Source: an optimization exercise on an open RTL-to-GDS flow (aim: small area, a short achievable clock period and few clock cycles per item). Production flows keep margins and buffers that such runs may drop. Only simulation tests tie the RTL to the original design; equivalence was not proved. Power figures rest on the tool's default switching activity, not on a simulated workload.

`design.v`:
```
package ksrq_pkg;
    localparam int CAPACITY_DEFAULT  = 16;
    localparam int KEY_WIDTH_DEFAULT = 32;
    localparam logic [1:0] CMD_INSERT = 2'd0;
    localparam logic [1:0] CMD_ERASE  = 2'd1;
    localparam logic [1:0] CMD_TEST   = 2'd2;
    localparam logic [1:0] CMD_SELECT = 2'd3;
endpackage
module key_set_with_rank_query (
    input  logic        aclk,
    input  logic        aresetn,
    input  logic        s_valid,
    output logic        s_ready,
    input  logic [1:0]  s_command,
    input  logic [31:0] s_key,
    input  logic [3:0]  s_rank,
    output logic        m_valid,
    input  logic        m_ready,
    output logic        m_success,
    output logic [31:0] m_selected_key,
    output logic [4:0]  m_item_count,
    output logic        m_table_full
);
    localparam int N  = 16;
    localparam int W  = 32;
    localparam int RW = 1 + 1 + 5 + W;  
    logic [W-1:0] key_q [N];
    logic [3:0]   rank_q [N];
    logic [N-1:0] val_q;
    logic [4:0]   cnt_q;
    logic         i_v;
    logic [1:0]   i_cmd;
    logic [W-1:0] i_key;
    logic [3:0]   i_rank;
    logic         x_v;
    logic [1:0]   x_cmd;
    logic [W-1:0] x_key;
    logic [3:0]   x_rank;
    logic [N-1:0] x_gt, x_eq;
    logic [N-1:0] x_lt, x_va;       
    logic         x_pgt, x_peq;
    logic [N-1:0] la_new;
    logic         la_ins, la_era;
    logic [N-1:0] pend_q;
    logic [3:0]   pend_rank_q;
    logic         pend_inc_q, pend_dec_q;
    logic          r0_v, r1_v;
    logic [RW-1:0] r0_d, r1_d;
    logic          go_q;        
    logic          c_v;
    logic [6:0]    c_res;
    logic [N-1:0]  c_hit;
    logic          s_ready_q;   
    logic [N-1:0] a_gt, a_eq;
    logic         a_pgt, a_peq;
    function automatic logic [3:0] popcount(input logic [N-1:0] v);
        logic [N-1:0] t;
        logic a, b;
        t = v;
        for (int p = 1; p < N; p = p * 2) begin
            for (int k = p; k >= 1; k = k / 2) begin
                for (int j = k % p; j + k < N; j = j + 2 * k) begin
                    for (int i = 0; i < k; i++) begin
                        if (i + j + k < N && ((i + j) / (p * 2)) == ((i + j + k) / (p * 2))) begin
                            a = t[i+j];
                            b = t[i+j+k];
                            t[i+j]   = a | b;
                            t[i+j+k] = a & b;
                        end
                    end
                end
            end
        end
        popcount[3] = t[7] & ~t[15];
        popcount[2] = (t[3] & ~t[7]) | (t[11] & ~t[15]);
        popcount[1] = (t[1] & ~t[3]) | (t[5] & ~t[7]) | (t[9] & ~t[11]) | (t[13] & ~t[15]);
        popcount[0] = ^v;
    endfunction
    always_comb begin
        for (int i = 0; i < N; i++) begin
            a_gt[i] = key_q[i] > i_key;
            a_eq[i] = key_q[i] == i_key;
        end
        a_pgt = x_key > i_key;
        a_peq = x_key == i_key;
    end
    logic [N-1:0] gt_c, eq_c, gt_v, free, we, fill, rk_hit;
    logic [3:0]   rank_b [N];
    logic         exec, found, full, ins, era, sel_ok, up_pre, dn_pre;
    logic [4:0]   cnt_n;
    logic [3:0]   rank_new, pend_val;
    logic         plt;
    logic [W-1:0] sel_key;
    logic [6:0]   b_res;
    logic [N-1:0] b_hit;
    logic [RW-1:0] res;
    always_comb begin
        for (int i = 0; i < N; i++) begin
            gt_c[i] = la_new[i] ? x_pgt : x_gt[i];
            eq_c[i] = la_new[i] ? x_peq : x_eq[i];
        end
        exec   = x_v && go_q;
        found  = |(val_q & eq_c);
        full   = cnt_q[4];
        up_pre = exec && x_cmd == ksrq_pkg::CMD_INSERT && !full;
        dn_pre = exec && x_cmd == ksrq_pkg::CMD_ERASE;
        ins    = up_pre && !found;
        era    = exec && x_cmd == ksrq_pkg::CMD_ERASE && found;
        sel_ok = x_cmd == ksrq_pkg::CMD_SELECT && {1'b0, x_rank} < cnt_q;
        gt_v = val_q & gt_c;
        free = ~val_q;
        for (int i = 0; i < N; i++) begin
            we[i]   = exec && x_cmd == ksrq_pkg::CMD_INSERT && free[i] &&
                      (i == 0 || !(|(free & ((N)'(1 << i) - 1'b1))));
            fill[i] = we[i] && !found;
        end
        rank_new = popcount(x_va & x_lt);
        plt      = !x_pgt && !x_peq;
        pend_val = pend_inc_q ? pend_rank_q + 4'd1 : pend_dec_q ? pend_rank_q - 4'd1 : pend_rank_q;
        for (int i = 0; i < N; i++) begin
            rank_b[i] = pend_q[i] ? pend_val : rank_q[i];
            rk_hit[i] = val_q[i] && rank_b[i] == x_rank;
        end
        cnt_n = ins ? cnt_q + 5'd1 : era ? cnt_q - 5'd1 : cnt_q;
        b_res[6]   = ins || era || (x_cmd == ksrq_pkg::CMD_TEST && found) || sel_ok;
        b_res[5]   = x_cmd == ksrq_pkg::CMD_INSERT && !found && full;
        b_res[4:0] = cnt_n;
        b_hit      = (x_cmd == ksrq_pkg::CMD_SELECT) ? rk_hit : '0;
    end
    always_comb begin
        sel_key = '0;
        for (int i = 0; i < N; i++) begin
            sel_key = sel_key | ({W{c_hit[i]}} & key_q[i]);
        end
        res = {c_res, sel_key};
    end
    always_ff @(posedge aclk) begin
        if (exec) begin
            c_res <= b_res;
            c_hit <= b_hit;
        end
    end
    always_ff @(posedge aclk) begin
        pend_rank_q <= rank_new;
        pend_inc_q  <= la_ins && plt;
        pend_dec_q  <= la_era && plt;
        x_va        <= val_q;
        for (int i = 0; i < N; i++) begin
            if (we[i]) begin
                key_q[i] <= x_key;
            end
            if (found) begin
                rank_q[i] <= (dn_pre && gt_v[i]) ? rank_b[i] - 4'd1 : rank_b[i];
            end else begin
                rank_q[i] <= (up_pre && gt_v[i]) ? rank_b[i] + 4'd1 : rank_b[i];
            end
        end
    end
    logic take, c_move, x_free;
    logic r0_vn, r1_vn, c_vn, i_vn, x_vn, go_n;
    always_comb begin
        take   = r0_v && m_ready;
        c_move = c_v && (!r1_v || take);
        x_free = !x_v || go_q;
        if (take) begin
            r0_vn = r1_v || c_move;
            r1_vn = r1_v && c_move;
        end else begin
            r0_vn = r0_v || c_move;
            r1_vn = r1_v || (r0_v && c_move);
        end
        c_vn = exec || (c_v && !c_move);
        go_n = !c_vn || !(r0_vn && r1_vn);
        i_vn = s_ready_q ? s_valid : i_v;
        x_vn = x_free ? i_v : x_v;
    end
    assign s_ready        = s_ready_q;
    assign m_valid        = r0_v;
    assign m_success      = r0_d[RW-1];
    assign m_table_full   = r0_d[RW-2];
    assign m_item_count   = r0_d[W+4:W];
    assign m_selected_key = r0_d[W-1:0];
    always_ff @(posedge aclk) begin
        if (take) begin
            r0_d <= r1_v ? r1_d : res;
        end else if (!r0_v) begin
            r0_d <= res;
        end
        if (take || !r1_v) begin
            r1_d <= res;
        end
    end
    always_ff @(posedge aclk) begin
        if (!i_v || x_free) begin   
            i_cmd  <= s_command;
            i_key  <= s_key;
            i_rank <= s_rank;
        end
        if (x_free) begin
            x_cmd  <= i_cmd;
            x_key  <= i_key;
            x_rank <= i_rank;
            x_gt   <= a_gt;
            x_eq   <= a_eq;
            x_lt   <= ~a_gt & ~a_eq;
            x_pgt  <= a_pgt;
            x_peq  <= a_peq;
        end else begin
            x_gt   <= gt_c;
            x_eq   <= eq_c;
            x_lt   <= ~gt_c & ~eq_c;
        end
    end
    always_ff @(posedge aclk) begin
        if (!aresetn) begin
            i_v       <= 1'b0;
            x_v       <= 1'b0;
            val_q     <= '0;
            cnt_q     <= '0;
            la_new    <= '0;
            la_ins    <= 1'b0;
            la_era    <= 1'b0;
            pend_q    <= '0;
            r0_v      <= 1'b0;
            r1_v      <= 1'b0;
            c_v       <= 1'b0;
            go_q      <= 1'b1;
            s_ready_q <= 1'b1;
        end else begin
            i_v <= i_vn;
            x_v <= x_vn;
            for (int i = 0; i < N; i++) begin
                if (fill[i]) begin
                    val_q[i] <= 1'b1;
                end else if (era && eq_c[i]) begin
                    val_q[i] <= 1'b0;
                end
            end
            cnt_q     <= cnt_n;
            la_new    <= we;
            la_ins    <= ins;
            la_era    <= era;
            pend_q    <= we;
            r0_v      <= r0_vn;
            r1_v      <= r1_vn;
            c_v       <= c_vn;
            go_q      <= go_n;
            s_ready_q <= !i_vn || !x_vn || go_n;
        end
    end
endmodule
```
`flow/run.sh`:
```
#!/bin/bash
# The standard layout, with plain buffers (instead of the default delay cells)
# on the input and output ports. Every port still gets its own buffer.
set -euo pipefail
export BUFFER_PORTS_ARGS="-buffer_cell sky130_fd_sc_hd__buf_2"
bash standard.sh > standard.log 2>&1
```
`standard.sh`:
```
#!/bin/bash
# synth_recipe.tcl (not shown) runs the flow's synth.tcl, then flattens the netlist and writes it again
# the make line also repeats each setting of config.mk as NAME=value (left out here)
make -C /OpenROAD-flow-scripts/flow DESIGN_CONFIG=/design/flow/config.mk WORK_HOME=/design/flow/orfs CLKGATE_MAP_FILE= SYNTH_SCRIPT=/design/flow/synth_recipe.tcl "${@:-finish}"
```
`constraint.sdc`:
```
create_clock -name core_clock -period 6.5 [get_ports {aclk}]
set_input_delay 1.3000 -clock core_clock [delete_from_list [all_inputs] [get_ports {aclk}]]
set_output_delay 1.3000 -clock core_clock [all_outputs]
set_load 0.01 [all_outputs]
```
`config.mk`:
```
export PLATFORM = sky130hd
export DESIGN_NAME = key_set_with_rank_query
export DESIGN_NICKNAME = key_set_with_rank_query
export VERILOG_FILES = /design/flow/design.v
export SDC_FILE = /design/flow/constraint.sdc
export NUM_CORES = 4
export LEC_CHECK = 0
export CAP_MARGIN = 20
export CORE_MARGIN = 2
export CORE_UTILIZATION = 45
export SETUP_SLACK_MARGIN = 3.5
export SLEW_MARGIN = 20
export TNS_END_PERCENT = 10
```
==> run notes <==
[critical path, stage by stage (launching register included)]
cell        delay, ns
edfxtp_1         0.39
clkinvlp_4       0.14
buf_4            0.18
ha_1             0.29
nand4_1          0.52
o21ai_0          0.82
or3_1            0.41
a21oi_1          0.11
a22o_1           0.27
[state kept, by name, summed over array words and instances (netlist names), 5 cells and up]
name and cells:
x_va 16, x_key 32, val_q 16, x_lt 16, cnt_q 5, rank_q 64, c_hit 16, x_eq 16
r0_d 39, i_key 32, pend_q 16, c_res 7, x_gt 16, key_q 512, r1_d 39
[logic make-up after synthesis]
logic type | after synthesis | synth area share, %
compound gates | 964 | 14.88
xor+xnor | 125 | 2.378
fa+ha+maj | 599 | 16.28
buf+inv | 252 | 2.120
flops | 871 | 52.90
mux | 122 | 2.821
simple gates | 724 | 8.614
[layer usage]
| metal | vias up | part of all wire [%] | global-route usage, % | routed length (um) |
|---|---|---|---|---|
| met5 | - | 0 | 0 | 0 |
| met4 | 0 | 5.4 | 14.70 | 8726 |
| met3 | 356 | 8.7 | 5.207 | 14200 |
| met2 | 1746 | 44 | 47.07 | 71790 |
| met1 | 16873 | 42 | 41.98 | 67860 |
| li1 | 15016 | - | - | - |
[power by group through the flow]
stage	clock network (mW)	logic, mW	registers [mW]
2_1_floorplan	0	0.422	6.21
3_3_place_gp	0	0.697	6.23
3_5_place_dp	0	0.707	6.23
4_1_cts	5.92	0.762	6.12
5_1_grt	6.12	0.882	6.12
6_report	5.86	0.818	6.12
[cell type report]
cell class,instances,share of cell area (%)
Sequential cell,871,45.49
Multi-Input combinational cell,2536,39.80
Clock buffer,130,5.294
Timing Repair Buffer,276,4.107
Tap cell,1368,3.196
Inverter,126,1.070
Clock inverter,52,1.030
Antenna cell,2,0.009345
[placed cells by master (no fill, tap or decap), types with 99 or more instances in the layout]
cell,synthesis,layout
a21o_1,215,215
nor2_1,129,117
xnor2_1,101,99
edfxtp_1,691,691
a22oi_1,162,162
nand2_1,111,108
a21oi_1,169,167
ha_1,599,599
dfxtp_1,180,171
nand4_1,185,185
buf_4,0,162
clkbuf_16,0,108
[path summary, 6_finish.rpt]
kind              startpoint          to  slack (ns)
hold reg to reg       la_ins  pend_inc_q        0.42
setup / recovery   i_key[30]     x_lt[4]        3.25
hold / removal        la_ins  pend_inc_q        0.42
setup reg to reg   i_key[30]     x_lt[4]        3.25
[repair_timing]
item	CTS	global route
pin swaps	10	5
hold endpoints to repair	0	0
setup endpoints to repair	461	307
setup buffers	70	50
gates resized for setup	70	37
cloned	2	0
==> run notes <==
status no timing/DRC/antenna violations; Leak Pwr 20.99 nW; WL/cell between 30 and 40 um; most frequently used flop master after synthesis edfxtp_1; most frequent cells after synthesis edfxtp_1 (691), ha_1 (599), a21o_1 (215), nand4_1 (185), dfxtp_1 (180); Finished Layout Cells 5361; Util after Layout 52.71%; HP Class reg -> reg; Worst Skew roughly 0.033 ns; P&R area growth vs syn 16.34%; power per cell area approximately 240 nW/um^2; Power Internal 9.871 mW; sw frac 22.89%; worst slew pin tran about 0.96 ns; Sequential cell area 24360 um^2; Synth area leaders edfxtp_1 (45%), ha_1 (16%), dfxtp_1 (7.8%); synthesized netlist net count 4298; total grt overflow 0; Peak VDD IR 0.2106 mV; initial antenna violation count 2; Die ar. approximately 100000 um^2; layout cell share with drive strength beyond 1 16.09%; clk slew on worst S/H paths around 0.060 ns; Pre-antenna DRT Iters 6; dpl cell area a little under 50000 um^2; CTS H-tree depth 3; ANT nets after route 0; nets@finish about 4500; DR vias ~34000; maxcap violations 0; pre-CTS setup slack 2.685 ns; area of the multi-input gates between 20000 and 25000 um^2; first-pass GRT wire length 229800 um; cell taking the most area after synthesis edfxtp_1; post-synthesis sequential area ratio 52.90%; post-synth top area share 45.08%; hold path cells 1; Final Critical Period 3.250 ns; final hold slack ~0.42 ns; Gate Count Post-Synth 3657; Sw Pwr between 2 and 3 mW; FF+latch count, synth 871; top-count cell post-synth edfxtp_1; endpoint type of the worst setup path flip-flop; Async SR Flop Fraction 0%; GR Util All Layers 30.60%; f_max 307.6 MHz; IO Port Bufs 82; number of distinct library cells after synthesis 71; final hold vios 0; core box area 101600 um^2; TritonCTS buffer count 96; Die W 323.8 um; Power Total 12.80 mW; RSZ-0062 raised after global routing true; Syn. warnings 4; TritonCTS clock tree built; Post-DP HPWL 108700 um; crit path max fanout 4; Final Instance Area 53560 um^2; setup ws final 3.250 ns; largest net degree at the start of global routing 65; sequential share of power 47.8%; CP arrival 3.83 ns; Row Count 117; # hold bufs at CTS 0; I/O pins between 80 and 90; via count of the first global-routing pass around 32000; power share of the combinational group under 10%; Post-synth EDFFs 691; Root Driver clkbuf_16; initial drt markers 4023; final-report setup violation count 0; Slew HR ~36%; Clock Tree Buf Depth 3; CP Launch Type flip-flop; worst skew pair latency 0.69 ns; Setup TNS 0 ns; GP Congestion 0.9730; Worst EP required 7.08 ns; final period utilization 50.01%; clock share of power 45.8%; detailed-route DRC error count 0; CP Class reg -> reg; clock sink count 871; worst reg2reg path depth 8; post-placement cell count 5055; Filler cells between 8000 and 9000; syn avg cell area 12.59 um^2; Starting Density between 40% and 50%; die height 323.8 um; synthesized cell area 46030 um^2; Slew Limit Fails 0; Detailed Route WL 162600 um; Via density 6.340
Testbench counts, summed over its fixed seeds: cycles 4,832, ops 4,800.

separate check: timing with driven ports:
No port has a modelled driver above. Below, the same layout with a new extraction and two added sets of constraints. Step 1 sets driving cells, clkbuf_16 on the clock port and buf_2 on the other inputs (assumed; they add their load-dependent delay and slew). Step 2 moves the port delays by t, midway between the first and last clock arrival at a register: inputs arrive t later, outputs are due t later. That takes back most of the time a late clock gives input paths. a / b / c = ideal / step 1 / step 2; a / b = the first two.
shift t [ns]: 0.747
slack for setup (ns): 3.250 / 3.250 / 3.250
hold WS [ns]: 0.422 / 0.422 / 0.422
After both steps this run still meets setup and hold. The setup slack of this run moves by 0.000 ns with the drivers and by 0.000 ns with both steps.
